This design comes from an exercise in tuning for small area, a short achievable clock period and few clock cycles on the open sky130 flow, not from production work. Only simulation tests tie the RTL to the original design; equivalence was not proved. Power figures rest on the tool's default switching activity, not on a simulated workload.

**flow/design.v**
```verilog
`default_nettype none
package bba_pkg;
    localparam int ENTRIES    = 256;
    localparam int UNIT_BYTES = 32;
    localparam int HEAP_BYTES = ENTRIES * UNIT_BYTES;
    localparam int IDX_W      = $clog2(ENTRIES);
    localparam int CNT_W      = IDX_W + 1;
    localparam int UNIT_SH    = $clog2(UNIT_BYTES);
    localparam int ENTRY_W    = $clog2(HEAP_BYTES) + 2;
    localparam int REQ_W      = 15;
    localparam int SIZE_W     = REQ_W + 1;
    localparam int ADDR_W     = 32;
    localparam logic [31:0] HEAP_BASE_RESET = 32'h2000_1000;
    localparam logic CMD_ALLOC = 1'b0;
    localparam logic CMD_FREE  = 1'b1;
    localparam logic [1:0] ST_OK       = 2'd0;
    localparam logic [1:0] ST_NOSPACE  = 2'd1;
    localparam logic [1:0] ST_RANGE    = 2'd2;
    localparam logic [1:0] ST_NOTALLOC = 2'd3;
    typedef struct packed {
        logic              valid;
        logic [1:0]        status;
        logic [ADDR_W-1:0] addr;
    } res_t;
endpackage
`default_nettype wire
`default_nettype none
module bba_engine (
    input  wire logic        clk,
    input  wire logic        clr_all,    
    input  wire logic        is_free,    
    input  wire logic        a_go,       
    input  wire logic        f_go,       
    input  wire logic [8:0]  lvl_oh,     
    input  wire logic [7:0]  unit,       
    output logic             a_ok,       
    output logic [7:0]       p_unit,     
    output logic             f_ok        
);
    localparam int NN = 511;
    localparam int SL = 4;
    localparam int NS = 256 >> SL;
    logic [NN-1:0]   r_q;
    logic [NN-1:0]   d;         
    logic [9*NN-1:0] t;         
    logic [NN-1:0]   s;         
    logic [NN-1:0]   dm;        
    logic [NN-1:0]   p;         
    logic [NN-1:0]   lp;        
    logic [NN-1:0]   set_v;
    logic [NN-1:0]   clr_v;
    logic [8:0]      oh;        
    logic [8:0]      th;        
    logic [8:0]      fl;        
    logic [8:0]      z;         
    logic [8:0]      a_set;
    logic [8:0]      f_clr;
    logic [NS-1:0]   u_s;       
    logic [9*NS-1:0] a_s;       
    logic [9*NS-1:0] c_s;       
    logic [8*NS-1:0] lu_s;      
    logic            p_root;
    logic [NN-1:0]   hit;       
    logic [NS-1:0]   hit_s;     
    always_comb
    begin
        oh = is_free ? 9'b0 : lvl_oh;
        th[8] = lvl_oh[8];
        for (int j = 7; j >= 0; j--)
            th[j] = th[j+1] | lvl_oh[j];
        z[0] = 1'b1;
        for (int j = 1; j < 9; j++)
            z[j] = z[j-1] & !unit[j-1];
        fl[0] = 1'b1;
        for (int j = 1; j < 9; j++)
            fl[j] = is_free ? !unit[j-1] : th[j];
        for (int j = 0; j < 9; j++)
        begin
            a_set[j] = a_go & lvl_oh[j];
            f_clr[j] = f_go & z[j];
        end
    end
    genvar j, i, k;
    generate
        for (j = 0; j < 9; j++) begin : g_lvl
            for (i = 0; i < (256 >> j); i++) begin : g_node
                localparam int N = 512 - (512 >> j) + i;
                if (j == 0) begin : g_leaf
                    assign d[N] = r_q[N];
                    assign t[9*N +: 9] = {8'b0, !r_q[N]};
                    assign s[N] = 1'b1;
                end
                else begin : g_inner
                    localparam int L = 512 - (512 >> (j-1)) + 2*i;
                    localparam int R = L + 1;
                    assign d[N] = r_q[N] | d[L] | d[R];
                    for (k = 0; k < 9; k++) begin : g_k
                        if (k < j) begin : g_lo
                            assign t[9*N+k] = !r_q[N] & (t[9*L+k] | t[9*R+k]);
                        end
                        else if (k == j) begin : g_eq
                            assign t[9*N+k] = !d[N];
                        end
                        else begin : g_hi
                            assign t[9*N+k] = 1'b0;
                        end
                    end
                    assign s[N]  = fl[j] | (|(t[9*L +: 9] & oh));
                    assign dm[L] = s[N];
                    assign dm[R] = !s[N];
                end
                if (j >= SL) begin : g_up
                    logic [8-j:0] x;
                    assign x[0] = 1'b1;
                    for (k = j; k < 8; k++) begin : g_anc
                        assign x[k-j+1] = x[k-j] & dm[512 - (512 >> k) + (i >> (k-j))];
                    end
                    assign p[N]     = x[8-j] & p_root;
                    assign hit[N]   = z[j] & r_q[N] & ((9'(unit) >> j) == 9'(i));
                    assign set_v[N] = a_set[j] & p[N];
                    assign clr_v[N] = f_clr[j] & p[N];
                end
                if (j == SL) begin : g_sroot
                    assign lp[N] = 1'b1;
                    assign u_s[i] = p[N];
                end
                if (j < SL) begin : g_low
                    localparam int S = i >> (SL - j);
                    localparam int PA = 512 - (512 >> (j+1)) + (i >> 1);
                    assign lp[N]    = lp[PA] & dm[N];
                    assign set_v[N] = a_s[9*S+j] & lp[N];
                    assign clr_v[N] = c_s[9*S+j] & lp[N];
                    assign hit[N]   = z[j] & lp[N] & r_q[N];
                end
                if (j > SL) begin : g_nolp
                    assign lp[N] = 1'b0;
                end
                if (j < SL) begin : g_nop
                    assign p[N] = 1'b0;
                end
            end
        end
        for (i = 0; i < NS; i++) begin : g_sub
            logic [30:0] hs;
            for (j = 0; j < SL; j++) begin : g_hl
                for (k = 0; k < (1 << (SL-j)); k++) begin : g_hn
                    assign hs[32 - (32 >> j) + k] = hit[512 - (512 >> j) + (i << (SL-j)) + k];
                end
            end
            assign hs[30] = 1'b0;
            assign hit_s[i] = ((9'(unit) >> SL) == 9'(i)) & (|hs);
            for (k = 0; k < 9; k++) begin : g_op
                assign a_s[9*i+k] = a_set[k] & u_s[i];
                assign c_s[9*i+k] = f_clr[k] & u_s[i];
            end
            for (k = 0; k < 8; k++) begin : g_ub
                if (k < SL) begin : g_lo
                    logic [(1 << (SL-k-1))-1:0] rc;
                    for (j = 0; j < (1 << (SL-k-1)); j++) begin : g_rc
                        assign rc[j] = lp[512 - (512 >> k) + (i << (SL-k)) + 2*j + 1];
                    end
                    assign lu_s[8*i+k] = u_s[i] & (|rc);
                end
                else begin : g_hi
                    assign lu_s[8*i+k] = 1'b0;
                end
            end
        end
    endgenerate
    assign a_ok   = |(t[9*(NN-1) +: 9] & lvl_oh);
    assign p_root = is_free | a_ok;
    assign dm[NN-1] = 1'b1;
    always_comb
    begin
        f_ok = |hit_s;
        for (int n = 512 - (512 >> SL); n < NN; n++)
            f_ok = f_ok | hit[n];
    end
    always_comb
    begin
        for (int b = 0; b < 8; b++)
        begin
            p_unit[b] = 1'b0;
            if (b >= SL)
            begin
                for (int m = 0; m < (128 >> b); m++)
                    p_unit[b] = p_unit[b] | p[512 - (512 >> b) + 2*m + 1];
            end
            else
            begin
                for (int m = 0; m < NS; m++)
                    p_unit[b] = p_unit[b] | lu_s[8*m+b];
            end
        end
    end
    always_ff @(posedge clk)
    begin
        if (clr_all)
            r_q <= '0;
        else
            r_q <= (r_q & ~clr_v) | set_v;
    end
endmodule
`default_nettype wire
`default_nettype none
module buddy_block_allocator_unit (
    input  wire logic                      clk,
    input  wire logic                      rst_n,
    input  wire logic                      cfg_we,
    input  wire logic [31:0]               cfg_wdata,
    input  wire logic                      in_valid,
    output logic                           in_ready,
    input  wire logic                      cmd,
    input  wire logic [bba_pkg::REQ_W-1:0] req_size,
    input  wire logic [31:0]               free_addr,
    output logic                           out_valid,
    input  wire logic                      out_ready,
    output logic [1:0]                     status,
    output logic [31:0]                    result_addr
);
    localparam logic [31:0] HEAP_BASE_RESET = bba_pkg::HEAP_BASE_RESET;
    logic [31:0] heap_base_reg;
    logic        init_reg;
    logic        s1_valid;
    logic        s1_cmd;
    logic        s1_bad;
    logic [8:0]  s1_lvl;
    logic [7:0]  s1_unit;
    logic [4:0]  s1_low;
    logic        hd_valid;      
    logic [1:0]  hd_status;
    logic [12:0] hd_off;
    logic        tl_valid;      
    logic [1:0]  tl_status;
    logic [12:0] tl_off;
    logic        go;
    logic        pop;
    logic [1:0]  res_status;
    logic [12:0] res_off;
    logic [13:0] off_lo;
    logic [18:0] base_hi_p1;
    logic        f_bad;
    logic [8:0]  th_in;
    logic [8:0]  lvl_in;
    logic        a_ok;
    logic [7:0]  p_unit;
    logic        f_ok;
    logic [13:0] res_lo;
    assign go       = s1_valid && !(hd_valid && tl_valid);
    assign in_ready = !s1_valid || go;
    assign pop      = hd_valid && out_ready;
    assign off_lo     = {1'b0, free_addr[12:0]} - {1'b0, heap_base_reg[12:0]};
    assign base_hi_p1 = heap_base_reg[31:13] + 19'd1;
    assign f_bad      = off_lo[13] ? (free_addr[31:13] != base_hi_p1)
                                   : (free_addr[31:13] != heap_base_reg[31:13]);
    always_comb
    begin
        th_in[0] = 1'b1;
        for (int m = 1; m < 9; m++)
            th_in[m] = 32'(req_size) > (32'd32 << (m - 1));
        for (int m = 0; m < 8; m++)
            lvl_in[m] = th_in[m] & !th_in[m+1];
        lvl_in[8] = th_in[8];
    end
    bba_engine u_engine (
        .clk    (clk),
        .clr_all(init_reg),
        .is_free(s1_cmd == bba_pkg::CMD_FREE),
        .a_go   (go && s1_cmd == bba_pkg::CMD_ALLOC && !s1_bad),
        .f_go   (go && s1_cmd == bba_pkg::CMD_FREE && !s1_bad),
        .lvl_oh (s1_lvl),
        .unit   (s1_unit),
        .a_ok   (a_ok),
        .p_unit (p_unit),
        .f_ok   (f_ok)
    );
    always_comb
    begin
        if (s1_cmd == bba_pkg::CMD_ALLOC)
        begin
            res_status = (s1_bad || !a_ok) ? bba_pkg::ST_NOSPACE : bba_pkg::ST_OK;
            res_off    = {p_unit, 5'b0};
        end
        else
        begin
            res_status = s1_bad ? bba_pkg::ST_RANGE
                                : (f_ok ? bba_pkg::ST_OK : bba_pkg::ST_NOTALLOC);
            res_off    = {s1_unit, s1_low};
        end
    end
    always_ff @(posedge clk or negedge rst_n)
    begin
        if (!rst_n)
        begin
            heap_base_reg <= HEAP_BASE_RESET;
            init_reg      <= 1'b1;
            s1_valid      <= 1'b0;
            hd_valid      <= 1'b0;
            tl_valid      <= 1'b0;
        end
        else
        begin
            init_reg <= 1'b0;
            if (cfg_we)
                heap_base_reg <= cfg_wdata;
            if (in_ready)
                s1_valid <= in_valid;
            if (!hd_valid || pop)
                hd_valid <= tl_valid || go;
            if (tl_valid)
                tl_valid <= !pop;
            else
                tl_valid <= hd_valid && !pop && go;
        end
    end
    always_ff @(posedge clk)
    begin
        if (in_ready)
        begin
            s1_cmd  <= cmd;
            s1_bad  <= (cmd == bba_pkg::CMD_ALLOC) ? (32'(req_size) > 32'(bba_pkg::HEAP_BYTES))
                                                   : f_bad;
            s1_lvl  <= lvl_in;
            s1_unit <= off_lo[12:5];
            s1_low  <= off_lo[4:0];
        end
        if (!hd_valid || pop)
        begin
            hd_status <= tl_valid ? tl_status : res_status;
            hd_off    <= tl_valid ? tl_off : res_off;
        end
        if (!tl_valid)
        begin
            tl_status <= res_status;
            tl_off    <= res_off;
        end
    end
    assign res_lo      = {1'b0, heap_base_reg[12:0]} + {1'b0, hd_off};
    assign out_valid   = hd_valid;
    assign status      = hd_status;
    assign result_addr = (hd_status == bba_pkg::ST_OK)
                         ? {res_lo[13] ? base_hi_p1 : heap_base_reg[31:13], res_lo[12:0]}
                         : 32'd0;
endmodule
`default_nettype wire
```
**flow/config.mk**
```make
export PLATFORM = sky130hd
export DESIGN_NAME = buddy_block_allocator_unit
export DESIGN_NICKNAME = buddy_block_allocator_unit
export VERILOG_FILES = /design/flow/design.v
export SDC_FILE = /design/flow/constraint.sdc
export NUM_CORES = 4
export LEC_CHECK = 0
export CAP_MARGIN = 20
export CORE_MARGIN = 2
export CORE_UTILIZATION = 35
export PLACE_DENSITY = 0.5
export SLEW_MARGIN = 20
```
**flow/constraint.sdc**
```tcl
create_clock -name core_clock -period 9.0 [get_ports {clk}]
set_input_delay 1.8000 -clock core_clock [delete_from_list [all_inputs] [get_ports {clk}]]
set_output_delay 1.8000 -clock core_clock [all_outputs]
set_load 0.01 [all_outputs]
```
**flow/run.sh**
```bash
#!/bin/bash
# synth_recipe.tcl (not shown) runs the flow's synth.tcl, then flattens the netlist and writes it again
# the make line also repeats each setting of config.mk as NAME=value (left out here)
make -C /OpenROAD-flow-scripts/flow DESIGN_CONFIG=/design/flow/config.mk WORK_HOME=/design/flow/orfs CLKGATE_MAP_FILE= SYNTH_SCRIPT=/design/flow/synth_recipe.tcl finish
```
==> results of run 1 <==
## layout by cell type (no fill, tap or decap), drive strengths merged, types with 35 or more instances in the layout
master / count
o211ai: 43
a31oi: 59
mux2i: 64
o31ai: 166
and3: 46
nand4: 83
nand3: 186
o41ai: 50
o22ai: 62
a32oi: 72
inv: 166
a32o: 42
buf: 137
dfxtp: 526
o32ai: 51
or2: 42
clkbuf: 113
nor3: 197
or4: 66
o21ai: 406
xor2: 35
nand2: 471
nor2: 735
a22oi: 70
edfxtp: 39
a21oi: 591
o21bai: 47
clkdlybuf4s50: 118
mux2: 37
nor4: 206
or3: 136
a211oi: 80
nand2b: 62
a221oi: 39
## worst max-delay path: stages, from the launching register on
cell and delay, ns:
edfxtp_1 0.52, buf_4 0.79, nand2_1 0.25, o31a_1 0.41
buf_4 0.33, nor4b_1 0.72, nand2_1 0.56, nand2_1 0.33
a2bb2oi_1 0.20, a31oi_1 0.10, a2111oi_0 0.56, a221oi_1 0.30
buf_2 0.24, a31oi_1 0.53, o2111ai_1 0.47, o41ai_1 0.53
## path summary, 6_finish.rpt
kind,startpoint,endpoint,slack [ns],depth (start not counted)
worst max-delay path,s1_cmd,hd_status[0],1.82,15
worst min-delay path,tl_off[9],tl_off[9],0.46,2
worst max register to register,s1_cmd,hd_status[0],1.82,15
worst min register to register,tl_off[9],tl_off[9],0.46,2
max in group asynchronous,rst_n,heap_base_reg[2],7.10,1
min in group asynchronous,rst_n,heap_base_reg[23],1.26,1
## power by group
part / switching, mW / internal, mW / leakage, nW
logic: 2.18 / 0.804 / 9.49
clock network: 1.38 / 1.96 / 1.29
registers: 0.0871 / 2.79 / 5.06
## logic make-up after synthesis
kind of cell | Yosys count | share of synthesized area
muxes | 104 | 0.02634
DFF | 601 | 0.2952
AOI/OAI and AO/OA | 2119 | 0.3320
xor gates and xnor gates | 63 | 0.01292
and+or+nand+nor | 2370 | 0.2730
adders and majority gates | 29 | 0.008847
other | 1 | 0.00008780
buffers and inverters | 570 | 0.05159
## through the flow
stage,cells,hold WS (ns)
after floorplan,5857,0.4234
after global placement,7325,0.4419
after detailed placement,7327,0.4475
after CTS,7468,0.4666
after global routing,7469,0.4788
final,7478,0.4584
## cell type report
cell class | count | share of cell area
sequential | 601 | 0.2608
inverter | 161 | 0.01250
clock buffer | 113 | 0.04710
antenna | 9 | 0.0004658
timing repair buffer | 255 | 0.04756
multi-input combinational | 4686 | 0.5826
tap | 1625 | 0.04205
clock inverter | 28 | 0.006909
## routing by layer
metal | wire length [microns] | share of wire | up-vias | GRT usage
met5 | 17 | 0.000076 | - | 0.005283
met4 | 12780 | 0.057 | 2 | 0.1841
met3 | 21490 | 0.097 | 570 | 0.07437
met2 | 95490 | 0.43 | 2896 | 0.5149
met1 | 92780 | 0.42 | 24408 | 0.4499
li1 | - | - | 22324 | -
==> flow_summary_export.csv, run 1 <==
group,metric,value,unit
synth,synth_edf_count,39,
layout,largest_register_ff_count,511,
synth,syn_area_per_cell,7.292,sq um
die,io_pins,121,
detailed_routing,first_pass_iters,8,
sta,hold_viol,0,
global_route,grt_pass1_vias,46280,
run_status,outcome,"no timing/DRC/antenna violations",
die,die_width,353.3,microns
global_route,grt_pass1_wl,322400,microns
synth,synthesis.area,42710,sq um
global_route,track_usage,0.3405,
placement,post_dp_cell_area,45700,sq um
clock_tree,path_clk_slew,0.06,ns
die,rows,128,
sta,maxSlewHeadroom,0.1306,
sta,fmax,0.1393,GHz
pwr,power,9.194,mW
layout,seqCellArea,12610,sq um
hold_path,hp-class,"register to register",
synth,async_flop_share,0.05990,
synth,yosys.area.top_type,"dfxtp_1",
layout,multi_input_area,28170,sq um
clock_tree,cts_max_level,3,
global_route,grt_overflow_total,0,
global_route,antenna_found_initial,10,
sta,period_share,0.7978,
detailed_routing,antenna_left,0,
clock_tree,tritoncts,"built",
sta,tightestPinTransition,1.299,ns
worst_setup_path,startpoint_type,"register",
pwr,cellPowerDensity,190.1,nW/um^2
detailed_routing,viasPerCell,6.713,
synth,synth.distinct_cells,104,
sta,clock_skew,0.03556,ns
placement,io_buffer_count,120,
synth,yosys_warnings,2,
placement,place.gp.congestion,1.010,
synth,synth.most_common_cell,"nor2_1",
synth,synthCells,5857,
synth,synth_top_cell_area_share,0.2466,
worst_setup_path,end_kind,"register",
layout,finish.utilization,0.3983,
sta,rsz0062_at_grt,"false",
die,start_util,0.3518,
pwr,ir_drop,0.0001388,V
synth,synth_nets,5971,
placement,place_ws,2.129,ns
job,max_cap_viol_count,0,
sta,fin_crit,7.180,ns
die,core_area,121400,sq um
die,die_y,353.3,microns
detailed_routing,vias,50200,
synth,ys_top_cells_by_count,"729 x nor2_1, 590 x a21oi_1, 526 x dfxtp_1",
detailed_routing,drt_wl_total,222600,microns
clock_tree,clock-root-buffer,"clkbuf_16",
placement,hpwl,154600,microns
synth,ys_seq_area_frac,0.2952,
layout,drive_gt1_frac,0.07580,
worst_setup_path,cp_max_fo,55,
layout,area_delta_synth_final,13.22,%
detailed_routing,drcViolationCount,0,
clock_tree,clkLatencyLatePin,0.71,ns
sta,final-max-slew-violation-count,0,
global_route,grt_max_degree,160,
layout,fill_cells,12830,
sta,setup_tns,0,ns
clock_tree,cts.path.max_buffers,3,
detailed_routing,drt_iter0_markers,6210,
sta,setup_viol,0,
clock_tree,cts_inserted_buffers,79,
layout,final_nets,5898,
clock_tree,postCtsSetupBuffers,0,
pwr,power.leakage,15.85,nW
clock_tree,cts_resized,0,
layout,final_area,48350,sq um
worst_setup_path,arrival,7.65,ns
worst_setup_path,setup.worst_path.class,"register to register",
synth,synthFlopType,"dfxtp_1",
synth,netlist_top_cells_area,"dfxtp_1 25%, a21oi_1 6.9%, nor2_1 6.4%",
synth,synth_seq_cells,601,
die,dieArea,124800,sq um
detailed_routing,wire_per_inst,29.76,microns
clock_tree,cts_hold_buf,0,
sta,finalWorstSetupSlack,1.820,ns
worst_setup_path,required,9.47,ns
clock_tree,clock_sinks,601,
Testbench counts, summed over its fixed seeds: cycles 4,816.
==> run 2: changes to the inputs <==
--- a/flow/design.v
+++ b/flow/design.v
@@ -25,6 +25,50 @@
 endpackage
 `default_nettype wire
 `default_nettype none
+module bba_padd #(
+    parameter int W = 13
+) (
+    input  wire logic [W-1:0] a,
+    input  wire logic [W-1:0] b,
+    input  wire logic         cin,
+    output logic      [W-1:0] sum,
+    output logic              cout
+);
+    localparam int LV = $clog2(W + 1);
+    logic [W:0] g [LV+1];
+    logic [W:0] p [LV+1];
+    always_comb
+    begin
+        g[0][0] = cin;
+        p[0][0] = 1'b0;
+        for (int i = 0; i < W; i++)
+        begin
+            g[0][i+1] = a[i] & b[i];
+            p[0][i+1] = a[i] ^ b[i];
+        end
+        for (int l = 0; l < LV; l++)
+        begin
+            for (int i = 0; i <= W; i++)
+            begin
+                if (i >= (1 << l))
+                begin
+                    g[l+1][i] = g[l][i] | (p[l][i] & g[l][i - (1 << l)]);
+                    p[l+1][i] = p[l][i] & p[l][i - (1 << l)];
+                end
+                else
+                begin
+                    g[l+1][i] = g[l][i];
+                    p[l+1][i] = p[l][i];
+                end
+            end
+        end
+        for (int i = 0; i < W; i++)
+            sum[i] = a[i] ^ b[i] ^ g[LV][i];
+        cout = g[LV][W];
+    end
+endmodule
+`default_nettype wire
+`default_nettype none
 module bba_engine (
     input  wire logic        clk,
     input  wire logic        clr_all,    
@@ -223,16 +267,21 @@
     logic        init_reg;
     logic        s1_valid;
     logic        s1_cmd;
-    logic        s1_bad;
+    logic        s1_abad;       
+    logic        s1_eq0;        
+    logic        s1_eq1;        
+    logic [12:0] s1_fa;         
     logic [8:0]  s1_lvl;
+    logic        s1_bad;
     logic [7:0]  s1_unit;
     logic [4:0]  s1_low;
     logic        hd_valid;      
     logic [1:0]  hd_status;
     logic [12:0] hd_off;
-    logic        tl_valid;      
-    logic [1:0]  tl_status;
-    logic [12:0] tl_off;
+    logic        o_valid;       
+    logic [1:0]  o_status;
+    logic [31:0] o_addr;
+    logic        adv3;
     logic        go;
     logic        pop;
     logic [1:0]  res_status;
@@ -246,13 +295,25 @@
     logic [7:0]  p_unit;
     logic        f_ok;
     logic [13:0] res_lo;
-    assign go       = s1_valid && !(hd_valid && tl_valid);
-    assign in_ready = !s1_valid || go;
-    assign pop      = hd_valid && out_ready;
-    assign off_lo     = {1'b0, free_addr[12:0]} - {1'b0, heap_base_reg[12:0]};
-    assign base_hi_p1 = heap_base_reg[31:13] + 19'd1;
-    assign f_bad      = off_lo[13] ? (free_addr[31:13] != base_hi_p1)
-                                   : (free_addr[31:13] != heap_base_reg[31:13]);
+    assign adv3     = !o_valid || out_ready;
+    assign pop      = !hd_valid || adv3;
+    assign go       = s1_valid && pop;
+    assign in_ready = !s1_valid || pop;
+    logic        off_c;
+    logic        res_c;
+    bba_padd #(.W(19)) u_inc (
+        .a(heap_base_reg[31:13]), .b(19'd0), .cin(1'b1),
+        .sum(base_hi_p1), .cout()
+    );
+    bba_padd #(.W(13)) u_sub (
+        .a(s1_fa), .b(~heap_base_reg[12:0]), .cin(1'b1),
+        .sum(off_lo[12:0]), .cout(off_c)
+    );
+    assign off_lo[13] = !off_c;
+    assign f_bad      = off_lo[13] ? !s1_eq1 : !s1_eq0;
+    assign s1_bad     = (s1_cmd == bba_pkg::CMD_ALLOC) ? s1_abad : f_bad;
+    assign s1_unit    = off_lo[12:5];
+    assign s1_low     = off_lo[4:0];
     always_comb
     begin
         th_in[0] = 1'b1;
@@ -296,7 +357,7 @@
             init_reg      <= 1'b1;
             s1_valid      <= 1'b0;
             hd_valid      <= 1'b0;
-            tl_valid      <= 1'b0;
+            o_valid       <= 1'b0;
         end
         else
         begin
@@ -305,12 +366,10 @@
                 heap_base_reg <= cfg_wdata;
             if (in_ready)
                 s1_valid <= in_valid;
-            if (!hd_valid || pop)
-                hd_valid <= tl_valid || go;
-            if (tl_valid)
-                tl_valid <= !pop;
-            else
-                tl_valid <= hd_valid && !pop && go;
+            if (pop)
+                hd_valid <= s1_valid;
+            if (adv3)
+                o_valid <= hd_valid;
         end
     end
     always_ff @(posedge clk)
@@ -318,28 +377,32 @@
         if (in_ready)
         begin
             s1_cmd  <= cmd;
-            s1_bad  <= (cmd == bba_pkg::CMD_ALLOC) ? (32'(req_size) > 32'(bba_pkg::HEAP_BYTES))
-                                                   : f_bad;
+            s1_abad <= 32'(req_size) > 32'(bba_pkg::HEAP_BYTES);
+            s1_eq0  <= free_addr[31:13] == heap_base_reg[31:13];
+            s1_eq1  <= free_addr[31:13] == base_hi_p1;
+            s1_fa   <= free_addr[12:0];
             s1_lvl  <= lvl_in;
-            s1_unit <= off_lo[12:5];
-            s1_low  <= off_lo[4:0];
         end
-        if (!hd_valid || pop)
+        if (go)
         begin
-            hd_status <= tl_valid ? tl_status : res_status;
-            hd_off    <= tl_valid ? tl_off : res_off;
+            hd_status <= res_status;
+            hd_off    <= res_off;
         end
-        if (!tl_valid)
+        if (adv3 && hd_valid)
         begin
-            tl_status <= res_status;
-            tl_off    <= res_off;
+            o_status <= hd_status;
+            o_addr   <= (hd_status == bba_pkg::ST_OK)
+                        ? {res_lo[13] ? base_hi_p1 : heap_base_reg[31:13], res_lo[12:0]}
+                        : 32'd0;
         end
     end
-    assign res_lo      = {1'b0, heap_base_reg[12:0]} + {1'b0, hd_off};
-    assign out_valid   = hd_valid;
-    assign status      = hd_status;
-    assign result_addr = (hd_status == bba_pkg::ST_OK)
-                         ? {res_lo[13] ? base_hi_p1 : heap_base_reg[31:13], res_lo[12:0]}
-                         : 32'd0;
+    bba_padd #(.W(13)) u_add (
+        .a(heap_base_reg[12:0]), .b(hd_off), .cin(1'b0),
+        .sum(res_lo[12:0]), .cout(res_c)
+    );
+    assign res_lo[13] = res_c;
+    assign out_valid   = o_valid;
+    assign status      = o_status;
+    assign result_addr = o_addr;
 endmodule
 `default_nettype wire
--- a/flow/config.mk
+++ b/flow/config.mk
@@ -9,4 +9,5 @@
 export CORE_MARGIN = 2
 export CORE_UTILIZATION = 35
 export PLACE_DENSITY = 0.5
+export SETUP_SLACK_MARGIN = 5
 export SLEW_MARGIN = 20
==> flow_summary_export.csv, run 2 <==
group,metric,value,unit
detailed_routing,vias,55769,
sta,setup_tns,0,ns
sta,rsz0062_at_grt,"true",
worst_setup_path,slowest_stage,"or4b_4",
synth,ys_top_cells_by_count,"535 x nand2_1, 526 x nor2_1, 511 x dfxtp_1",
clock_tree,clock-root-buffer,"clkbuf_16",
synth,synthesis.area,42770,sq um
clock_tree,path_clk_slew,0.06,ns
detailed_routing,viasPerCell,7.069,
clock_tree,cts_hold_buf,0,
synth,ys_seq_area_frac,0.3130,
layout,final_nets,6295,
placement,post_dp_cell_area,46420,sq um
synth,async_flop_share,0.05788,
worst_setup_path,timing.rr.end,"hd_status[0]",
job,max_cap_viol_count,0,
synth,synth.distinct_cells,117,
worst_setup_path,r2r-start,"s1_lvl[0]",
die,die_width,353.6,microns
global_route,grt_pass1_vias,51508,
layout,finish.utilization,0.5161,
die,dieArea,125000,sq um
sta,tightestPinTransition,1.196,ns
clock_tree,clock_sinks,622,
sta,hold_viol,0,
detailed_routing,drt_iter0_markers,7986,
synth,synth_top_cell_area_share,0.2392,
clock_tree,cts_inserted_buffers,84,
synth,synth_edf_count,75,
worst_setup_path,critPathBufInv,4,
die,io_pins,121,
worst_setup_path,reg2reg_slack,4.14,ns
layout,final_area,62730,sq um
sta,fin_crit,4.864,ns
worst_setup_path,setup.worst_path.class,"register to register",
sta,fmax,0.2056,GHz
pwr,cellPowerDensity,184.9,nW/um^2
die,start_util,0.3519,
layout,layout.cells.most_common,"dfxtp_1",
layout,multi_input_area,34390,sq um
clock_tree,clkLatencyLatePin,0.76,ns
worst_setup_path,cpPeakStageDelay,0.65,ns
detailed_routing,antenna_left,0,
worst_setup_path,arrival,5.44,ns
clock_tree,cts_max_level,3,
sta,timing.hold.ws,0.4867,ns
placement,io_buffer_count,120,
die,core_area,121600,sq um
layout,fill_cells,11553,
global_route,grt_overflow_total,0,
synth,syn_area_per_cell,7.631,sq um
synth,synth_fa_ha_area_frac,0.008659,
synth,synthFlopType,"dfxtp_1",
sta,maxSlewHeadroom,0.2024,
worst_setup_path,required,9.58,ns
detailed_routing,drcViolationCount,0,
worst_setup_path,rr_worst_depth,14,
synth,synth_mux_area_frac,0.02434,
pwr,ir_drop,0.0001574,V
synth,yosys_warnings,8,
layout,area_delta_synth_final,46.66,%
worst_setup_path,crit_family,"simple AND/OR/NAND/NOR gates",
global_route,grt_max_degree,64,
hold_path,min_delay_path_depth,2,
hold_path,min-delay-start,"u_engine.r_q[410]",
synth,synthCells,5605,
global_route,grt_pass1_wl,395800,microns
synth,synth-compound-area-share,0.3384,
clock_tree,tritoncts,"built",
worst_setup_path,startpoint_type,"register",
die,rows,128,
synth,synth_top_family_by_area,"compound AO/OA/AOI/OAI gates",
global_route,antenna_found_initial,20,
synth,synth_seq_cells,622,
worst_setup_path,path_cells,"buf_6 -> nor2b_4 -> buf_6 -> nor3_2 -> buf_4 -> or2_4 -> buf_4 -> o221a_2 -> a311oi_2 -> o211ai_1 -> or4b_4 -> a2111oi_4 -> nand4_1 -> o41ai_4",
placement,hpwl,183100,microns
layout,drive_gt1_frac,0.3118,
detailed_routing,drt_wl_total,288400,microns
detailed_routing,first_pass_iters,9,
sta,setup_viol,0,
run_status,outcome,"no timing/DRC/antenna violations",
layout,layout_common_cells,"489 x dfxtp_1, 438 x nor2_1, 432 x nand2_1, 380 x buf_4, 325 x a21oi_1",
sta,period_share,0.5405,
clock_tree,cts.path.max_buffers,3,
pwr,power.leakage,22.00,nW
pwr,power,11.60,mW
die,die_y,353.6,microns
synth,synth-xor-area-share,0.01229,
synth,yosys.area.top_type,"dfxtp_1",
worst_setup_path,end_kind,"register",
synth,synth.most_common_cell,"nand2_1",
worst_setup_path,cp_max_fo,17,
detailed_routing,wire_per_inst,36.55,microns
global_route,track_usage,0.4364,
synth,synthSimpleGateAreaFrac,0.2548,
layout,seqCellArea,13420,sq um
hold_path,hold_path_end,"u_engine.r_q[410]",
placement,place.gp.congestion,1.028,
layout,largest_register_ff_count,511,
sta,final-max-slew-violation-count,0,
synth,synth_nets,5719,
hold_path,hp-class,"register to register",
sta,clock_skew,0.04665,ns
synth,netlist_top_cells_area,"dfxtp_1 24%, edfxtp_1 5.3%, a21oi_1 4.7%",
==> run 2: cell types whose count changed after synthesis, moves of 63 or more <==
cell	change
a32o_1	+82
o31ai_1	-110
nor2_1	-203
nand2_1	+64
clkbuf_1	-97
a21oi_1	-186
a22o_1	+63
==> run 2: what timing repair did <==
item / in CTS / in global routing
endpoints found under the setup margin: 538 / 540
setup buffers: 377 / 128
resized for setup: 1273 / 562
pin swaps: 353 / 329
cloned: 47 / 9
==> run 2: through the flow <==
stage,worst slack [ns],std cells
floorplan,4.472,5605
global placement,1.923,7158
detailed placement,2.415,7159
CTS,4.292,7736
global route,4.023,7875
finish,4.136,7889
==> run 2: logic make-up after synthesis <==
kind of cell / count (synthesis)
compound gates: 2077
fa+ha+maj: 29
xor+xnor: 60
other cells: 1
mux: 97
buf+inv: 522
simple gates: 2197
flops: 622
==> run 2: worst reg2reg max path: stages (launching register included) <==
cell,delay [ns]
edfxtp_1,0.34
buf_6,0.36
nor2b_4,0.46
buf_6,0.40
nor3_2,0.11
buf_4,0.24
or2_4,0.35
buf_4,0.23
o221a_2,0.28
a311oi_2,0.22
o211ai_1,0.13
or4b_4,0.65
a2111oi_4,0.38
nand4_1,0.22
o41ai_4,0.35
==> run 2: worst max path at each step <==
stage	slack [ns]	endpoint	startpoint	cells past startpoint
floorplan	4.47	in_ready	out_ready	1
global placement	1.92	hd_off[5]	s1_cmd	15
detailed placement	2.41	hd_off[5]	s1_cmd	15
CTS	4.29	hd_status[0]	s1_fa[4]	19
global route	4.02	hd_status[0]	s1_fa[4]	16
finish	4.14	hd_status[0]	s1_lvl[0]	14
==> run 2: area by class of cell <==
type / instances / share of cell area
well taps: 1625 / 0.03241
flip-flops and latches: 622 / 0.2140
multi-input cells: 4473 / 0.5483
clock buffers: 128 / 0.04003
clock inverters: 25 / 0.005146
repair buffers: 831 / 0.1492
diodes: 16 / 0.0006383
inverters: 169 / 0.01031
==> run 2: per-layer routing <==
metal  vias up  track usage  share of wire
met2      4221       0.6248           0.41
met4        12       0.3564          0.096
met5         -     0.001887        0.00028
met3      1355       0.1401           0.12
met1     27168       0.5333           0.37
li1      23013            -              -
==> run 2: power by group <==
part,internal (mW),total (mW),switching [mW]
combinational,1.73,5.07,3.34
clock,2.09,3.57,1.47
sequential,2.89,2.96,0.0668
Testbench counts of run 2, summed over its fixed seeds: cycles 4,824.
==> run 3: changes to the inputs <==
--- a/flow/design.v
+++ b/flow/design.v
@@ -270,7 +270,7 @@
     logic        s1_abad;       
     logic        s1_eq0;        
     logic        s1_eq1;        
-    logic [12:0] s1_fa;         
+    logic        s1_borrow;     
     logic [8:0]  s1_lvl;
     logic        s1_bad;
     logic [7:0]  s1_unit;
@@ -306,14 +306,12 @@
         .sum(base_hi_p1), .cout()
     );
     bba_padd #(.W(13)) u_sub (
-        .a(s1_fa), .b(~heap_base_reg[12:0]), .cin(1'b1),
+        .a(free_addr[12:0]), .b(~heap_base_reg[12:0]), .cin(1'b1),
         .sum(off_lo[12:0]), .cout(off_c)
     );
     assign off_lo[13] = !off_c;
-    assign f_bad      = off_lo[13] ? !s1_eq1 : !s1_eq0;
+    assign f_bad      = s1_borrow ? !s1_eq1 : !s1_eq0;
     assign s1_bad     = (s1_cmd == bba_pkg::CMD_ALLOC) ? s1_abad : f_bad;
-    assign s1_unit    = off_lo[12:5];
-    assign s1_low     = off_lo[4:0];
     always_comb
     begin
         th_in[0] = 1'b1;
@@ -380,7 +378,9 @@
             s1_abad <= 32'(req_size) > 32'(bba_pkg::HEAP_BYTES);
             s1_eq0  <= free_addr[31:13] == heap_base_reg[31:13];
             s1_eq1  <= free_addr[31:13] == base_hi_p1;
-            s1_fa   <= free_addr[12:0];
+            s1_borrow <= off_lo[13];
+            s1_unit <= off_lo[12:5];
+            s1_low  <= off_lo[4:0];
             s1_lvl  <= lvl_in;
         end
         if (go)
--- a/flow/config.mk
+++ b/flow/config.mk
@@ -8,6 +8,7 @@
 export CAP_MARGIN = 20
 export CORE_MARGIN = 2
 export CORE_UTILIZATION = 35
+export CTS_BUF_LIST = sky130_fd_sc_hd__clkbuf_8
 export PLACE_DENSITY = 0.5
 export SETUP_SLACK_MARGIN = 5
 export SLEW_MARGIN = 20
==> flow_summary_export.csv, run 3 <==
group,metric,value,unit
synth,synthCells,5486,
synth,synth_mux_area_frac,0.02723,
die,rows,127,
worst_setup_path,cp_max_fo,6,
layout,multi_input_area,34250,sq um
synth,synth_nets,5600,
global_route,grt_overflow_total,0,
die,core_area,119800,sq um
run_status,outcome,"complete, but fails checks",
placement,place.gp.congestion,1.043,
layout,seqCellArea,13580,sq um
synth,synth_fa_ha_area_frac,0.008781,
synth,synth-xor-area-share,0.01267,
detailed_routing,first_pass_iters,8,
clock_tree,clock_sinks,623,
layout,finish.utilization,0.5127,
synth,synth-compound-area-share,0.3393,
detailed_routing,drcViolationCount,0,
synth,synth.most_common_cell,"nor2_1",
synth,synth_top_cell_area_share,0.2425,
sta,setup_tns,0,ns
clock_tree,cts_max_level,3,
worst_setup_path,arrival,5.40,ns
placement,io_buffer_count,120,
synth,synth_top_family_by_area,"compound AO/OA/AOI/OAI gates",
synth,synthSimpleGateAreaFrac,0.2458,
hold_path,min_delay_path_depth,0,
worst_setup_path,setup.worst_path.class,"register to register",
layout,layout.cells.most_common,"nor2_1",
detailed_routing,drt_iter0_markers,8723,
synth,async_flop_share,0.05778,
clock_tree,clock-root-buffer,"clkbuf_8",
clock_tree,path_clk_slew,0.07,ns
detailed_routing,drt_wl_total,253500,microns
synth,yosys.area.top_type,"dfxtp_1",
sta,period_share,0.5126,
pwr,p_seq_frac,0.298,
layout,drive_gt1_frac,0.3227,
sta,tightestPinTransition,1.675,ns
worst_setup_path,slowest_stage,"or4_4",
global_route,grt_max_degree,135,
worst_setup_path,cpPeakStageDelay,0.64,ns
pwr,p_switching,4.104,mW
pwr,pwr-share-comb,0.402,
die,start_util,0.3520,
sta,fmax,0.2167,GHz
pwr,cellPowerDensity,162.6,nW/um^2
sta,final-max-slew-violation-count,57,
synth,netlist_top_cells_area,"dfxtp_1 24%, edfxtp_1 5.4%, o21ai_0 5.4%",
synth,ys_top_cells_by_count,"547 x nor2_1, 511 x dfxtp_1, 455 x nand2_1",
layout,layout_common_cells,"465 x nor2_1, 426 x dfxtp_1, 387 x nand2_1, 334 x buf_4, 295 x o21ai_0",
global_route,track_usage,0.3850,
sta,rsz0062_at_grt,"true",
synth,synth_edf_count,76,
detailed_routing,wire_per_inst,32.70,microns
clock_tree,cts.path.max_buffers,3,
worst_setup_path,end_kind,"register",
die,io_pins,121,
hold_path,hp-class,"register to register",
synth,syn_area_per_cell,7.688,sq um
worst_setup_path,required,9.79,ns
job,max_cap_viol_count,0,
sta,timing.hold.ws,0.4429,ns
pwr,intPower,5.888,mW
die,die_width,351.1,microns
pwr,power_frac_clock,0.300,
clock_tree,tritoncts,"built",
placement,hpwl,159000,microns
sta,setup_viol,0,
synth,synth.distinct_cells,113,
sta,maxSlewHeadroom,-0.1168,
clock_tree,cts_inserted_buffers,119,
detailed_routing,vias,53900,
synth,synth_seq_cells,623,
synth,synthesis.area,42180,sq um
run_status,failed_checks,"max-slew violations",
detailed_routing,antenna_left,0,
layout,final_nets,6144,
layout,area_delta_synth_final,45.66,%
clock_tree,clkLatencyLatePin,0.93,ns
sta,clock_skew,0.07825,ns
sta,fin_crit,4.614,ns
global_route,grt_pass1_wl,350400,microns
synth,yosys_warnings,8,
pwr,ir_drop,0.0001341,V
worst_setup_path,rr_worst_depth,17,
layout,fill_cells,11291,
sta,hold_viol,0,
synth,synthFlopType,"dfxtp_1",
worst_setup_path,path_cells,"or4_4 -> o31ai_4 -> buf_4 -> buf_6 -> buf_16 -> o31ai_4 -> a2111oi_4 -> buf_4 -> nand2_1 -> nor2_1 -> nor2_1 -> a41oi_2 -> mux2i_2 -> a211oi_1 -> a21oi_1 -> o22ai_1 -> or4_1",
layout,largest_register_ff_count,511,
die,dieArea,123300,sq um
pwr,power.leakage,21.74,nW
die,die_y,351.1,microns
synth,ys_seq_area_frac,0.3181,
global_route,grt_pass1_vias,49261,
pwr,switching_share,0.4107,
detailed_routing,viasPerCell,6.952,
global_route,antenna_found_initial,17,
worst_setup_path,startpoint_type,"register",
-- run 3: cell type report --
cell class / instances / share of cell area
clock buffer: 149 / 0.03338
tap: 1612 / 0.03283
clock inverter: 66 / 0.006293
inverter: 151 / 0.009858
timing repair buffer: 771 / 0.1382
antenna: 17 / 0.0006925
sequential: 623 / 0.2210
timing repair inverter: 1 / 0.0002648
multi-input combinational: 4363 / 0.5575
-- run 3: worst paths after layout --
| kind | startpoint | end | slack (ns) |
|---|---|---|---|
| max reg2reg | s1_lvl[7] | hd_off[6] | 4.39 |
| min | hd_status[1] | o_status[1] | 0.44 |
| min reg2reg | hd_status[1] | o_status[1] | 0.44 |
| min in group asynchronous | rst_n | s1_valid | 1.01 |
| max | s1_lvl[7] | hd_off[6] | 4.39 |
| max in group asynchronous | rst_n | heap_base_reg[23] | 7.35 |
-- run 3: per-stage QoR --
step	total power, mW	area [sq um]	setup slack, ns	cells
detailed placement	5.550	45170	2.581	6970
CTS	9.380	56230	4.587	7564
finish	9.992	61430	4.386	7753
global placement	5.559	45170	2.418	6970
global route	10.19	61400	4.409	7739
floorplan	4.459	42250	4.445	5486
-- run 3: layer usage --
metal	track usage	share of wire
met5	0	0.00021
met1	0.4832	0.37
met2	0.5563	0.41
met3	0.1205	0.13
met4	0.2742	0.084
-- run 3: cell families (layout without fill, tap and decap cells) --
kind of cell               after synthesis  after routing
and+or+nand+nor                       2087           2100
other                                    1             18
DFF                                    623            623
xor gates and xnor gates                61             61
AOI/OAI and AO/OA                     2059           2064
muxes                                  108            108
buffers and inverters                  518           1138
adders and majority gates               29             29
-- run 3: worst max-delay path, delay by kind of cell, from the launching register on --
family / cells / cell delay, ns
AO/OA/AOI/OAI: 7 / 1.76
buffers and inverters: 4 / 0.69
flip-flops: 1 / 0.42
multiplexers: 1 / 0.22
AND/OR/NAND/NOR: 5 / 1.37
-- run 3: repair_timing --
item | 4_1_cts | 5_1_grt
pin swaps | 336 | 400
resized for setup | 1184 | 768
hold buffers | 0 | 0
setup endpoints to repair | 535 | 542
hold endpoints to repair | 0 | 0
gates cloned | 31 | 16
buffers inserted | 348 | 155
-- run 3: power groups by stage --
stage	Clock, mW	Sequential [mW]	Combinational (mW)
after floorplan	0	3.01	1.45
final	3.00	2.98	4.02
after global placement	0	3.04	2.52
after detailed placement	0	3.04	2.51
after CTS	3.02	2.98	3.38
after global routing	3.14	2.98	4.07
Testbench counts of run 3, summed over its fixed seeds: cycles 4,824.
==> run 4: changes to the inputs <==
--- a/flow/design.v
+++ b/flow/design.v
@@ -73,9 +73,9 @@
     input  wire logic        clk,
     input  wire logic        clr_all,    
     input  wire logic        is_free,    
-    input  wire logic        a_go,       
-    input  wire logic        f_go,       
-    input  wire logic [8:0]  lvl_oh,     
+    input  wire logic        go,         
+    input  wire logic [8:0]  oh,         
+    input  wire logic [8:0]  th,         
     input  wire logic [7:0]  unit,       
     output logic             a_ok,       
     output logic [7:0]       p_unit,     
@@ -93,10 +93,9 @@
     logic [NN-1:0]   lp;        
     logic [NN-1:0]   set_v;
     logic [NN-1:0]   clr_v;
-    logic [8:0]      oh;        
-    logic [8:0]      th;        
     logic [8:0]      fl;        
     logic [8:0]      z;         
+    logic [8:0]      c_lvl;     
     logic [8:0]      a_set;
     logic [8:0]      f_clr;
     logic [NS-1:0]   u_s;       
@@ -104,14 +103,9 @@
     logic [9*NS-1:0] c_s;       
     logic [8*NS-1:0] lu_s;      
     logic            p_root;
-    logic [NN-1:0]   hit;       
-    logic [NS-1:0]   hit_s;     
+    logic [8:0]      hit;       
     always_comb
     begin
-        oh = is_free ? 9'b0 : lvl_oh;
-        th[8] = lvl_oh[8];
-        for (int j = 7; j >= 0; j--)
-            th[j] = th[j+1] | lvl_oh[j];
         z[0] = 1'b1;
         for (int j = 1; j < 9; j++)
             z[j] = z[j-1] & !unit[j-1];
@@ -120,8 +114,9 @@
             fl[j] = is_free ? !unit[j-1] : th[j];
         for (int j = 0; j < 9; j++)
         begin
-            a_set[j] = a_go & lvl_oh[j];
-            f_clr[j] = f_go & z[j];
+            c_lvl[j] = is_free & z[j];
+            a_set[j] = go & oh[j];
+            f_clr[j] = go & c_lvl[j];
         end
     end
     genvar j, i, k;
@@ -160,7 +155,6 @@
                         assign x[k-j+1] = x[k-j] & dm[512 - (512 >> k) + (i >> (k-j))];
                     end
                     assign p[N]     = x[8-j] & p_root;
-                    assign hit[N]   = z[j] & r_q[N] & ((9'(unit) >> j) == 9'(i));
                     assign set_v[N] = a_set[j] & p[N];
                     assign clr_v[N] = f_clr[j] & p[N];
                 end
@@ -174,7 +168,6 @@
                     assign lp[N]    = lp[PA] & dm[N];
                     assign set_v[N] = a_s[9*S+j] & lp[N];
                     assign clr_v[N] = c_s[9*S+j] & lp[N];
-                    assign hit[N]   = z[j] & lp[N] & r_q[N];
                 end
                 if (j > SL) begin : g_nolp
                     assign lp[N] = 1'b0;
@@ -185,14 +178,6 @@
             end
         end
         for (i = 0; i < NS; i++) begin : g_sub
-            logic [30:0] hs;
-            for (j = 0; j < SL; j++) begin : g_hl
-                for (k = 0; k < (1 << (SL-j)); k++) begin : g_hn
-                    assign hs[32 - (32 >> j) + k] = hit[512 - (512 >> j) + (i << (SL-j)) + k];
-                end
-            end
-            assign hs[30] = 1'b0;
-            assign hit_s[i] = ((9'(unit) >> SL) == 9'(i)) & (|hs);
             for (k = 0; k < 9; k++) begin : g_op
                 assign a_s[9*i+k] = a_set[k] & u_s[i];
                 assign c_s[9*i+k] = f_clr[k] & u_s[i];
@@ -211,15 +196,15 @@
             end
         end
     endgenerate
-    assign a_ok   = |(t[9*(NN-1) +: 9] & lvl_oh);
+    assign a_ok   = |(t[9*(NN-1) +: 9] & oh);
     assign p_root = is_free | a_ok;
     assign dm[NN-1] = 1'b1;
     always_comb
     begin
-        f_ok = |hit_s;
-        for (int n = 512 - (512 >> SL); n < NN; n++)
-            f_ok = f_ok | hit[n];
+        for (int j = 0; j < 9; j++)
+            hit[j] = c_lvl[j] & r_q[(512 - (512 >> j)) + (32'(unit) >> j)];
     end
+    assign f_ok = |hit;
     always_comb
     begin
         for (int b = 0; b < 8; b++)
@@ -267,12 +252,9 @@
     logic        init_reg;
     logic        s1_valid;
     logic        s1_cmd;
-    logic        s1_abad;       
-    logic        s1_eq0;        
-    logic        s1_eq1;        
-    logic        s1_borrow;     
-    logic [8:0]  s1_lvl;
-    logic        s1_bad;
+    logic        s1_bad;        
+    logic [8:0]  s1_oh;         
+    logic [8:0]  s1_th;         
     logic [7:0]  s1_unit;
     logic [4:0]  s1_low;
     logic        hd_valid;      
@@ -310,8 +292,10 @@
         .sum(off_lo[12:0]), .cout(off_c)
     );
     assign off_lo[13] = !off_c;
-    assign f_bad      = s1_borrow ? !s1_eq1 : !s1_eq0;
-    assign s1_bad     = (s1_cmd == bba_pkg::CMD_ALLOC) ? s1_abad : f_bad;
+    assign f_bad      = off_lo[13] ? (free_addr[31:13] != base_hi_p1)
+                                   : (free_addr[31:13] != heap_base_reg[31:13]);
+    logic       a_bad;
+    assign a_bad = 32'(req_size) > 32'(bba_pkg::HEAP_BYTES);
     always_comb
     begin
         th_in[0] = 1'b1;
@@ -325,9 +309,9 @@
         .clk    (clk),
         .clr_all(init_reg),
         .is_free(s1_cmd == bba_pkg::CMD_FREE),
-        .a_go   (go && s1_cmd == bba_pkg::CMD_ALLOC && !s1_bad),
-        .f_go   (go && s1_cmd == bba_pkg::CMD_FREE && !s1_bad),
-        .lvl_oh (s1_lvl),
+        .go     (go && !s1_bad),
+        .oh     (s1_oh),
+        .th     (s1_th),
         .unit   (s1_unit),
         .a_ok   (a_ok),
         .p_unit (p_unit),
@@ -375,13 +359,11 @@
         if (in_ready)
         begin
             s1_cmd  <= cmd;
-            s1_abad <= 32'(req_size) > 32'(bba_pkg::HEAP_BYTES);
-            s1_eq0  <= free_addr[31:13] == heap_base_reg[31:13];
-            s1_eq1  <= free_addr[31:13] == base_hi_p1;
-            s1_borrow <= off_lo[13];
+            s1_bad  <= (cmd == bba_pkg::CMD_ALLOC) ? a_bad : f_bad;
             s1_unit <= off_lo[12:5];
             s1_low  <= off_lo[4:0];
-            s1_lvl  <= lvl_in;
+            s1_oh   <= (cmd == bba_pkg::CMD_ALLOC) ? lvl_in : 9'b0;
+            s1_th   <= th_in;
         end
         if (go)
         begin
--- a/flow/config.mk
+++ b/flow/config.mk
@@ -10,5 +10,5 @@
 export CORE_UTILIZATION = 35
 export CTS_BUF_LIST = sky130_fd_sc_hd__clkbuf_8
 export PLACE_DENSITY = 0.5
-export SETUP_SLACK_MARGIN = 5
+export SETUP_SLACK_MARGIN = 4
 export SLEW_MARGIN = 20
==> flow_summary_export.csv, run 4 <==
group,metric,value,unit
layout,fill_cells,12321,
synth,synthCells,5157,
die,die_y,352.2,microns
detailed_routing,drt_iter0_markers,5242,
detailed_routing,viasPerCell,6.608,
detailed_routing,antenna_left,0,
synth,synth_edf_count,81,
run_status,outcome,"no timing/DRC/antenna violations",
layout,area_delta_synth_final,14.45,%
die,core_area,120100,sq um
die,start_util,0.3533,
clock_tree,path_clk_slew,0.06,ns
synth,synthFlopType,"dfxtp_1",
die,io_pins,121,
worst_setup_path,end_kind,"register",
die,rows,127,
sta,hold_viol,0,
detailed_routing,drcViolationCount,0,
synth,yosys.area.top_type,"dfxtp_1",
sta,setup_viol,0,
detailed_routing,drt_wl_total,195200,microns
clock_tree,cts_max_level,3,
pwr,power.leakage,15.55,nW
layout,drive_gt1_frac,0.1352,
synth,ys_top_cells_by_count,"511 x dfxtp_1, 472 x o21ai_0, 440 x a21oi_1",
placement,hpwl,132200,microns
synth,netlist_top_cells_area,"dfxtp_1 24%, mux4_2 8.5%, edfxtp_1 5.7%",
detailed_routing,first_pass_iters,6,
worst_setup_path,setup.worst_path.class,"register to register",
worst_setup_path,startpoint_type,"register",
clock_tree,tritoncts,"built",
synth,yosys_warnings,8,
global_route,grt_pass1_wl,286000,microns
sta,maxSlewHeadroom,0.1454,
sta,clock_skew,0.04790,ns
sta,fin_crit,4.986,ns
hold_path,min_delay_path_depth,2,
hold_path,hp-class,"register to register",
layout,seqCellArea,13570,sq um
synth,synth.most_common_cell,"dfxtp_1",
sta,period_share,0.5540,
sta,rsz0062_at_grt,"true",
worst_setup_path,arrival,5.54,ns
die,dieArea,124100,sq um
sta,final-max-slew-violation-count,0,
sta,setup_tns,0,ns
clock_tree,clkLatencyLatePin,0.86,ns
global_route,track_usage,0.3009,
global_route,grt_overflow_total,0,
synth,synth_nets,5271,
layout,final_nets,5285,
pwr,cellPowerDensity,173.2,nW/um^2
synth,ys_seq_area_frac,0.3197,
layout,layout.cells.most_common,"dfxtp_1",
sta,timing.hold.ws,0.4851,ns
synth,syn_area_per_cell,8.230,sq um
synth,synth_top_cell_area_share,0.2410,
worst_setup_path,required,9.55,ns
synth,synth_seq_cells,628,
layout,layout_common_cells,"511 x dfxtp_1, 468 x o21ai_0, 437 x a21oi_1, 400 x nand2_1, 368 x nor2_1",
layout,multi_input_area,27490,sq um
layout,largest_register_ff_count,511,
sta,tightestPinTransition,1.279,ns
global_route,grt_max_degree,126,
job,max_cap_viol_count,0,
synth,async_flop_share,0.05732,
worst_setup_path,cp_max_fo,34,
global_route,antenna_found_initial,9,
synth,synthesis.area,42440,sq um
worst_setup_path,rr_worst_depth,13,
global_route,grt_pass1_vias,42356,
clock_tree,cts_inserted_buffers,120,
clock_tree,cts.path.max_buffers,3,
placement,io_buffer_count,120,
pwr,ir_drop,0.0001691,V
sta,fmax,0.2006,GHz
die,die_width,352.2,microns
clock_tree,clock_sinks,628,
placement,place.gp.congestion,0.9856,
synth,synth.distinct_cells,98,
detailed_routing,wire_per_inst,28.34,microns
detailed_routing,vias,45512,
clock_tree,clock-root-buffer,"clkbuf_8",
[run 4: cell types whose count changed in the layout (fill, tap and decap cells not counted), sizes merged, moves of 36 or more]
cell / change
a211oi: -38
a21oi: +71
a22o: -86
buf: -523
inv: +37
mux2i: -36
mux4: +159
nand2: -54
nor2: -178
nor3: -112
o21ai: +40
o2bb2ai: -44
or2: +39
[run 4: area by class of cell]
| type | count | area share |
|---|---|---|
| diodes | 7 | 0.0003606 |
| well taps | 1612 | 0.04152 |
| clock inverters | 62 | 0.007830 |
| multi-input cells | 3999 | 0.5659 |
| repair buffers | 241 | 0.04626 |
| flip-flops and latches | 628 | 0.2794 |
| clock buffers | 157 | 0.04448 |
| inverters | 181 | 0.01432 |
[run 4: logic make-up after synthesis]
kind of cell / synth area share
AND/OR/NAND/NOR: 0.2152
AO/OA/AOI/OAI: 0.2981
other: 0.00008836
XOR/XNOR: 0.01156
multiplexers: 0.09817
buffers and inverters: 0.04847
adder cells (fa/ha/maj): 0.008726
flip-flops: 0.3197
[run 4: path summary, 6_finish.rpt]
path,start,endpoint,slack [ns]
worst max-delay path,s1_unit[1],hd_off[5],4.01
worst min-delay path,u_engine.r_q[469],u_engine.r_q[469],0.49
worst max register to register,s1_unit[1],hd_off[5],4.01
worst min register to register,u_engine.r_q[469],u_engine.r_q[469],0.49
max in group asynchronous,rst_n,heap_base_reg[0],7.34
min in group asynchronous,rst_n,heap_base_reg[15],1.07
[run 4: critical path: stages, from the launching register on]
cell      delay (ns)
edfxtp_1        0.32
buf_4           0.29
inv_1           0.24
nand2_1         0.41
a21boi_4        0.24
buf_4           0.65
o21ai_0         0.27
and2_1          0.28
and3_1          0.21
nor4_1          0.35
nand2_1         0.15
o211ai_1        0.60
nand4_1         0.17
o31a_1          0.41
[run 4: what timing repair did]
action | CTS | global route
endpoints found under the hold margin | 0 | 0
cloned | 2 | 0
setup endpoints to repair | 392 | 344
gates resized for setup | 47 | 62
hold buffers | 0 | 0
pin swaps | 1 | 9
setup buffers | 7 | 7
[run 4: report_power, final]
| part | total (mW) | switching, mW | internal [mW] |
|---|---|---|---|
| clock network | 3.09 | 1.42 | 1.66 |
| logic | 2.33 | 1.62 | 0.706 |
| registers | 3.00 | 0.0730 | 2.93 |
[run 4: through the flow]
step                      setup WS, ns  power (mW)  cell area [sq um]  instances    util
after floorplan                  4.185       4.361              42440       5157       -
after global placement           2.989       5.254              45290       6645  0.3770
after detailed placement         3.008       5.253              45300       6645  0.3771
after CTS                        3.978       8.387              48170       6873  0.4010
after global routing             3.962       8.684              48570       6884  0.4043
final                            4.014       8.414              48580       6887  0.4044
[run 4: layer usage]
metal / up-vias / global-route usage / wire (microns)
li1: 20159 / - / -
met1: 22327 / 0.3993 / 80650
met2: 2450 / 0.4680 / 86510
met3: 564 / 0.05832 / 17680
met4: 12 / 0.1462 / 10250
met5: - / 0 / 81
Testbench counts of run 4, summed over its fixed seeds: cycles 4,824.
==> run 5: changes to the inputs <==
--- a/flow/config.mk
+++ b/flow/config.mk
@@ -7,8 +7,8 @@
 export LEC_CHECK = 0
 export CAP_MARGIN = 20
 export CORE_MARGIN = 2
-export CORE_UTILIZATION = 35
+export CORE_UTILIZATION = 45
 export CTS_BUF_LIST = sky130_fd_sc_hd__clkbuf_8
-export PLACE_DENSITY = 0.5
+export PLACE_DENSITY = 0.62
 export SETUP_SLACK_MARGIN = 4
 export SLEW_MARGIN = 20
==> flow_summary_export.csv, run 5 <==
group,metric,value,unit
run_status,outcome,"no timing/DRC/antenna violations",
synth,synthesis.area,42440,sq um
detailed_routing,first_pass_iters,6,
global_route,grt_pass1_vias,42061,
pwr,cellPowerDensity,170.4,nW/um^2
die,rows,112,
clock_tree,cts.path.max_buffers,3,
job,max_cap_viol_count,0,
global_route,track_usage,0.3574,
synth,ys_top_cells_by_count,"511 x dfxtp_1, 472 x o21ai_0, 440 x a21oi_1",
hold_path,hold_path_end,"o_status[1]",
hold_path,hp-class,"register to register",
worst_setup_path,rr_worst_depth,13,
hold_path,min_delay_path_depth,0,
pwr,power.leakage,15.41,nW
detailed_routing,drcViolationCount,0,
layout,final_nets,5273,
sta,finalWorstSetupSlack,4.045,ns
detailed_routing,viasPerCell,7.023,
sta,final-max-slew-violation-count,0,
clock_tree,clkLatencyLatePin,0.83,ns
placement,post_dp_cell_area,44740,sq um
pwr,ir_drop,0.0001250,V
clock_tree,path_clk_slew,0.06,ns
clock_tree,cts_max_level,3,
synth,yosys_warnings,8,
placement,io_buffer_count,120,
sta,maxSlewHeadroom,0.1807,
hold_path,min-delay-start,"hd_status[1]",
synth,synth.most_common_cell,"dfxtp_1",
worst_setup_path,reg2reg_slack,4.04,ns
synth,async_flop_share,0.05732,
die,core_area,93330,sq um
worst_setup_path,startpoint_type,"register",
global_route,antenna_found_initial,16,
synth,synthCells,5157,
worst_setup_path,end_kind,"register",
die,start_util,0.4548,
detailed_routing,drt_iter0_markers,6356,
sta,clock_skew,0.06058,ns
placement,place.gp.congestion,0.9891,
layout,fin_cells,6515,
layout,area_delta_synth_final,12.71,%
sta,tightestPinTransition,1.213,ns
sta,setup_tns,0,ns
synth,synth_seq_cells,628,
layout,largest_register_ff_count,511,
synth,yosys.area.top_type,"dfxtp_1",
sta,rsz0062_at_grt,"false",
worst_setup_path,timing.rr.end,"hd_off[5]",
layout,final_area,47840,sq um
die,die_y,311.1,microns
synth,syn_area_per_cell,8.230,sq um
layout,layout.cells.most_common,"dfxtp_1",
clock_tree,clock_sinks,628,
worst_setup_path,arrival,5.50,ns
sta,fmax,0.2018,GHz
worst_setup_path,cp_max_fo,18,
global_route,grt_max_degree,112,
die,dieArea,96790,sq um
die,die_width,311.1,microns
placement,hpwl,121700,microns
sta,fin_crit,4.955,ns
sta,setup_viol,0,
synth,ys_seq_area_frac,0.3197,
die,io_pins,121,
layout,drive_gt1_frac,0.1323,
worst_setup_path,setup.worst_path.class,"register to register",
layout,finish.utilization,0.5126,
clock_tree,clock-root-buffer,"clkbuf_8",
sta,period_share,0.5506,
synth,synth.distinct_cells,98,
detailed_routing,antenna_left,0,
global_route,grt_pass1_wl,268800,microns
worst_setup_path,r2r-start,"s1_cmd",
placement,dp_cells,6276,
placement,place_ws,2.991,ns
synth,netlist_top_cells_area,"dfxtp_1 24%, mux4_2 8.5%, edfxtp_1 5.7%",
layout,layout_common_cells,"511 x dfxtp_1, 469 x o21ai_0, 438 x a21oi_1, 403 x nand2_1, 366 x nor2_1",
sta,hold_viol,0,
global_route,grt_overflow_total,0,
synth,synth_top_cell_area_share,0.2410,
worst_setup_path,required,9.55,ns
clock_tree,tritoncts,"built",
clock_tree,cts_inserted_buffers,114,
detailed_routing,drt_wl_total,179900,microns
synth,synth_nets,5271,
synth,synth_edf_count,81,
synth,synthFlopType,"dfxtp_1",
detailed_routing,vias,45752,
detailed_routing,wire_per_inst,27.61,microns
==> run 5: changes by cell type in the layout (fill, tap and decap cells not counted), moves of 3 or more <==
cell	previous run	this run
clkbuf_8	157	143
clkinv_2	11	15
nand2_1	400	403
nand2_2	10	6
nor2_2	4	8
nor3_1	127	123
nor3_2	7	11
==> run 5: report_power, final <==
part	switching, mW	total (mW)	leakage (nW)	internal [mW]
registers	0.0578	2.98	5.34	2.93
clock network	1.38	2.92	1.35	1.54
logic	1.56	2.25	8.72	0.688
total	3.00	8.15	15.4	5.15
==> run 5: critical path, stage by stage (launching register included) <==
cell and delay [ns]:
edfxtp_1 0.44, buf_4 0.18, buf_4 0.32, nand2b_1 0.28
o21ai_2 0.27, buf_4 0.40, a21oi_1 0.15, nand2_1 0.33
nor3_1 0.17, and3_1 0.25, or3_1 0.33, o311ai_0 0.63
o211ai_1 0.48, o31a_1 0.47
==> run 5: metal layers <==
layer  part of all wire  global-route usage  up-vias  wire [microns]
met5            0.00085                   0        -             153
met2               0.43              0.5356     3026           77900
met1               0.39              0.4709    21953           70160
met3               0.12             0.09671      614           21480
met4              0.057              0.1852       20           10180
li1                   -                   -    20139               -
==> run 5: cells by family (layout without fill, tap and decap cells) <==
kind of cell | Yosys count | count (layout) | synth area share
muxes | 213 | 213 | 0.09817
buffers and inverters | 531 | 627 | 0.04847
adders and majority gates | 29 | 29 | 0.008726
xor gates and xnor gates | 56 | 56 | 0.01156
and+or+nand+nor | 1787 | 1787 | 0.2152
AOI/OAI and AO/OA | 1912 | 1912 | 0.2981
DFF | 628 | 628 | 0.3197
other | 1 | 9 | 0.00008836
==> run 5: repair_timing <==
action                                  in CTS  in global routing
pin swaps                                    4                  4
setup buffers                               13                  6
hold buffers                                 0                  0
resized for setup                           39                 67
endpoints found under the setup margin     317                418
==> run 5: cell type report <==
class                           count  area, sq um
Clock inverter                     68        435.4
Tap cell                         1254         1569
Inverter                          181        691.9
Multi-Input combinational cell   3998        27450
Clock buffer                      142         1954
Fill cell                        9041        45490
Antenna cell                        8        20.02
Timing Repair Buffer              236         2146
Sequential cell                   628        13570
==> run 5: how the worst max path moves through the flow <==
stage | start | end | slack, ns
2_1_floorplan | free_addr[1] | s1_bad | 4.18
3_3_place_gp | u_engine.r_q[130] | u_engine.r_q[22] | 3.00
5_1_grt | u_engine.r_q[43] | u_engine.r_q[307] | 4.00
4_1_cts | u_engine.r_q[51] | u_engine.r_q[1] | 3.99
6_report | s1_cmd | hd_off[5] | 4.04
3_5_place_dp | u_engine.r_q[130] | u_engine.r_q[448] | 2.99
==> run 5: per-stage QoR <==
| step | total power, mW | hold WS (ns) |
|---|---|---|
| after floorplan | 4.361 | 0.4174 |
| after global placement | 5.167 | 0.4256 |
| after detailed placement | 5.176 | 0.4266 |
| after CTS | 8.076 | 0.4417 |
| after global routing | 8.387 | 0.4483 |
| final | 8.152 | 0.4431 |
==> run 6: changes to the inputs <==
--- a/flow/config.mk
+++ b/flow/config.mk
@@ -10,5 +10,5 @@
 export CORE_UTILIZATION = 45
 export CTS_BUF_LIST = sky130_fd_sc_hd__clkbuf_8
 export PLACE_DENSITY = 0.62
-export SETUP_SLACK_MARGIN = 4
+export SETUP_SLACK_MARGIN = 4.4
 export SLEW_MARGIN = 20
==> flow_summary_export.csv, run 6 <==
group,metric,value,unit
synth,synth_nets,5271,
clock_tree,cts_inserted_buffers,116,
worst_setup_path,crit_family,"simple AND/OR/NAND/NOR gates",
worst_setup_path,end_kind,"register",
synth,ys_top_cells_by_count,"511 x dfxtp_1, 472 x o21ai_0, 440 x a21oi_1",
synth,ys_seq_area_frac,0.3197,
job,max_cap_viol_count,0,
clock_tree,path_clk_slew,0.07,ns
layout,fill_cells,8951,
hold_path,hp-class,"register to register",
run_status,outcome,"no timing/DRC/antenna violations",
detailed_routing,wire_per_inst,27.79,microns
sta,maxSlewHeadroom,0.1931,
layout,layout.cells.most_common,"dfxtp_1",
detailed_routing,first_pass_iters,9,
die,start_util,0.4548,
synth,yosys.area.top_type,"dfxtp_1",
synth,synth_edf_count,81,
synth,synth_mux_area_frac,0.09817,
worst_setup_path,path_cells,"clkdlybuf4s50_1 -> nand3b_1 -> nand2_1 -> nor3_2 -> nand2_1 -> nor2_1 -> a32o_1",
clock_tree,clock_sinks,628,
synth,netlist_top_cells_area,"dfxtp_1 24%, mux4_2 8.5%, edfxtp_1 5.7%",
global_route,track_usage,0.3601,
die,io_pins,121,
synth,synth_top_cell_area_share,0.2410,
global_route,grt_max_degree,82,
clock_tree,clock-root-buffer,"clkbuf_8",
layout,largest_register_ff_count,511,
global_route,grt_pass1_vias,42463,
synth,synthFlopType,"dfxtp_1",
synth,synth_top_family_by_area,"compound AO/OA/AOI/OAI gates",
placement,place.gp.congestion,1.056,
synth,synthesis.area,42440,sq um
pwr,switching_share,0.3719,
worst_setup_path,critPathBufInv,1,
pwr,power_frac_clock,0.350,
die,core_area,93330,sq um
synth,synth_seq_cells,628,
synth,async_flop_share,0.05732,
synth,synth-compound-area-share,0.2981,
worst_setup_path,cp_max_fo,10,
layout,multi_input_area,28140,sq um
sta,fmax,0.2131,GHz
synth,synth.most_common_cell,"dfxtp_1",
worst_setup_path,required,9.73,ns
global_route,antenna_found_initial,9,
detailed_routing,vias,46316,
pwr,intPower,5.143,mW
sta,fin_crit,4.693,ns
synth,synth-xor-area-share,0.01156,
sta,tightestPinTransition,1.207,ns
worst_setup_path,slowest_stage,"nor3_2",
worst_setup_path,setup.worst_path.class,"input port to register",
global_route,grt_pass1_wl,270600,microns
die,die_width,311.1,microns
sta,finalWorstSetupSlack,4.307,ns
die,rows,112,
layout,seqCellArea,13590,sq um
worst_setup_path,arrival,5.42,ns
detailed_routing,viasPerCell,7.058,
sta,rsz0062_at_grt,"true",
die,die_y,311.1,microns
synth,synthCells,5157,
sta,period_share,0.5214,
synth,synth_fa_ha_area_frac,0.008726,
die,dieArea,96790,sq um
worst_setup_path,crit_top_cell,"nand2_1",
pwr,p_seq_frac,0.364,
detailed_routing,drt_wl_total,182400,microns
sta,setup_tns,0,ns
placement,dp_cells,6282,
[run 6: cell counts after synthesis]
No cell type changed its count.
[run 6: cells by family after synthesis]
family | after synthesis
DFF | 628
and+or+nand+nor | 1787
AOI/OAI and AO/OA | 1912
muxes | 213
xor gates and xnor gates | 56
adders and majority gates | 29
other | 1
buffers and inverters | 531
[run 6: power groups by stage]
stage	clock network (mW)	logic [mW]	registers, mW
finish	2.87	2.34	2.98
global route	3.02	2.43	2.98
CTS	2.89	2.22	2.98
detailed placement	0	2.12	3.04
global placement	0	2.11	3.04
floorplan	0	1.34	3.02
[run 6: what timing repair did]
| action | in CTS | in global routing |
|---|---|---|
| setup buffers | 36 | 19 |
| hold buffers | 0 | 0 |
| gates cloned | 1 | 3 |
| pin swaps | 15 | 34 |
| gates resized for setup | 139 | 138 |
| endpoints found under the setup margin | 484 | 406 |
[run 6: area by class of cell]
cell class,count,share of cell area
antenna,6,0.0003067
clock inverter,66,0.006568
multi-input combinational,3999,0.5747
timing repair buffer,279,0.05277
tap,1254,0.03205
clock buffer,149,0.04188
sequential,628,0.2775
inverter,181,0.01426
[run 6: path summary, 6_finish.rpt]
check / from / endpoint / slack, ns / depth (start not counted)
max: out_ready / u_engine.r_q[417] / 4.31 / 7
min: hd_status[1] / o_status[1] / 0.45 / 0
max reg2reg: u_engine.r_q[244] / hd_off[5] / 4.31 / 15
min reg2reg: hd_status[1] / o_status[1] / 0.45 / 0
max in group asynchronous: rst_n / o_valid / 7.29 / 1
min in group asynchronous: rst_n / heap_base_reg[22] / 1.10 / 1
[run 6: layer usage]
layer | vias up | GRT usage | routed length [microns]
met4 | 10 | 0.2189 | 12560
met3 | 778 | 0.1032 | 21810
li1 | 20262 | - | -
met5 | - | 0 | 71
met1 | 22186 | 0.4588 | 69350
met2 | 3080 | 0.5391 | 78570
[run 6: metrics by stage]
step	instance area (sq um)	hold WS [ns]	power (mW)	util
2_1_floorplan	42450	0.4174	4.362	-
3_3_place_gp	44790	0.4280	5.153	0.4799
3_5_place_dp	44790	0.4433	5.163	0.4799
4_1_cts	48140	0.4523	8.089	0.5159
5_1_grt	48950	0.4551	8.438	0.5245
6_report	48960	0.4543	8.188	0.5246
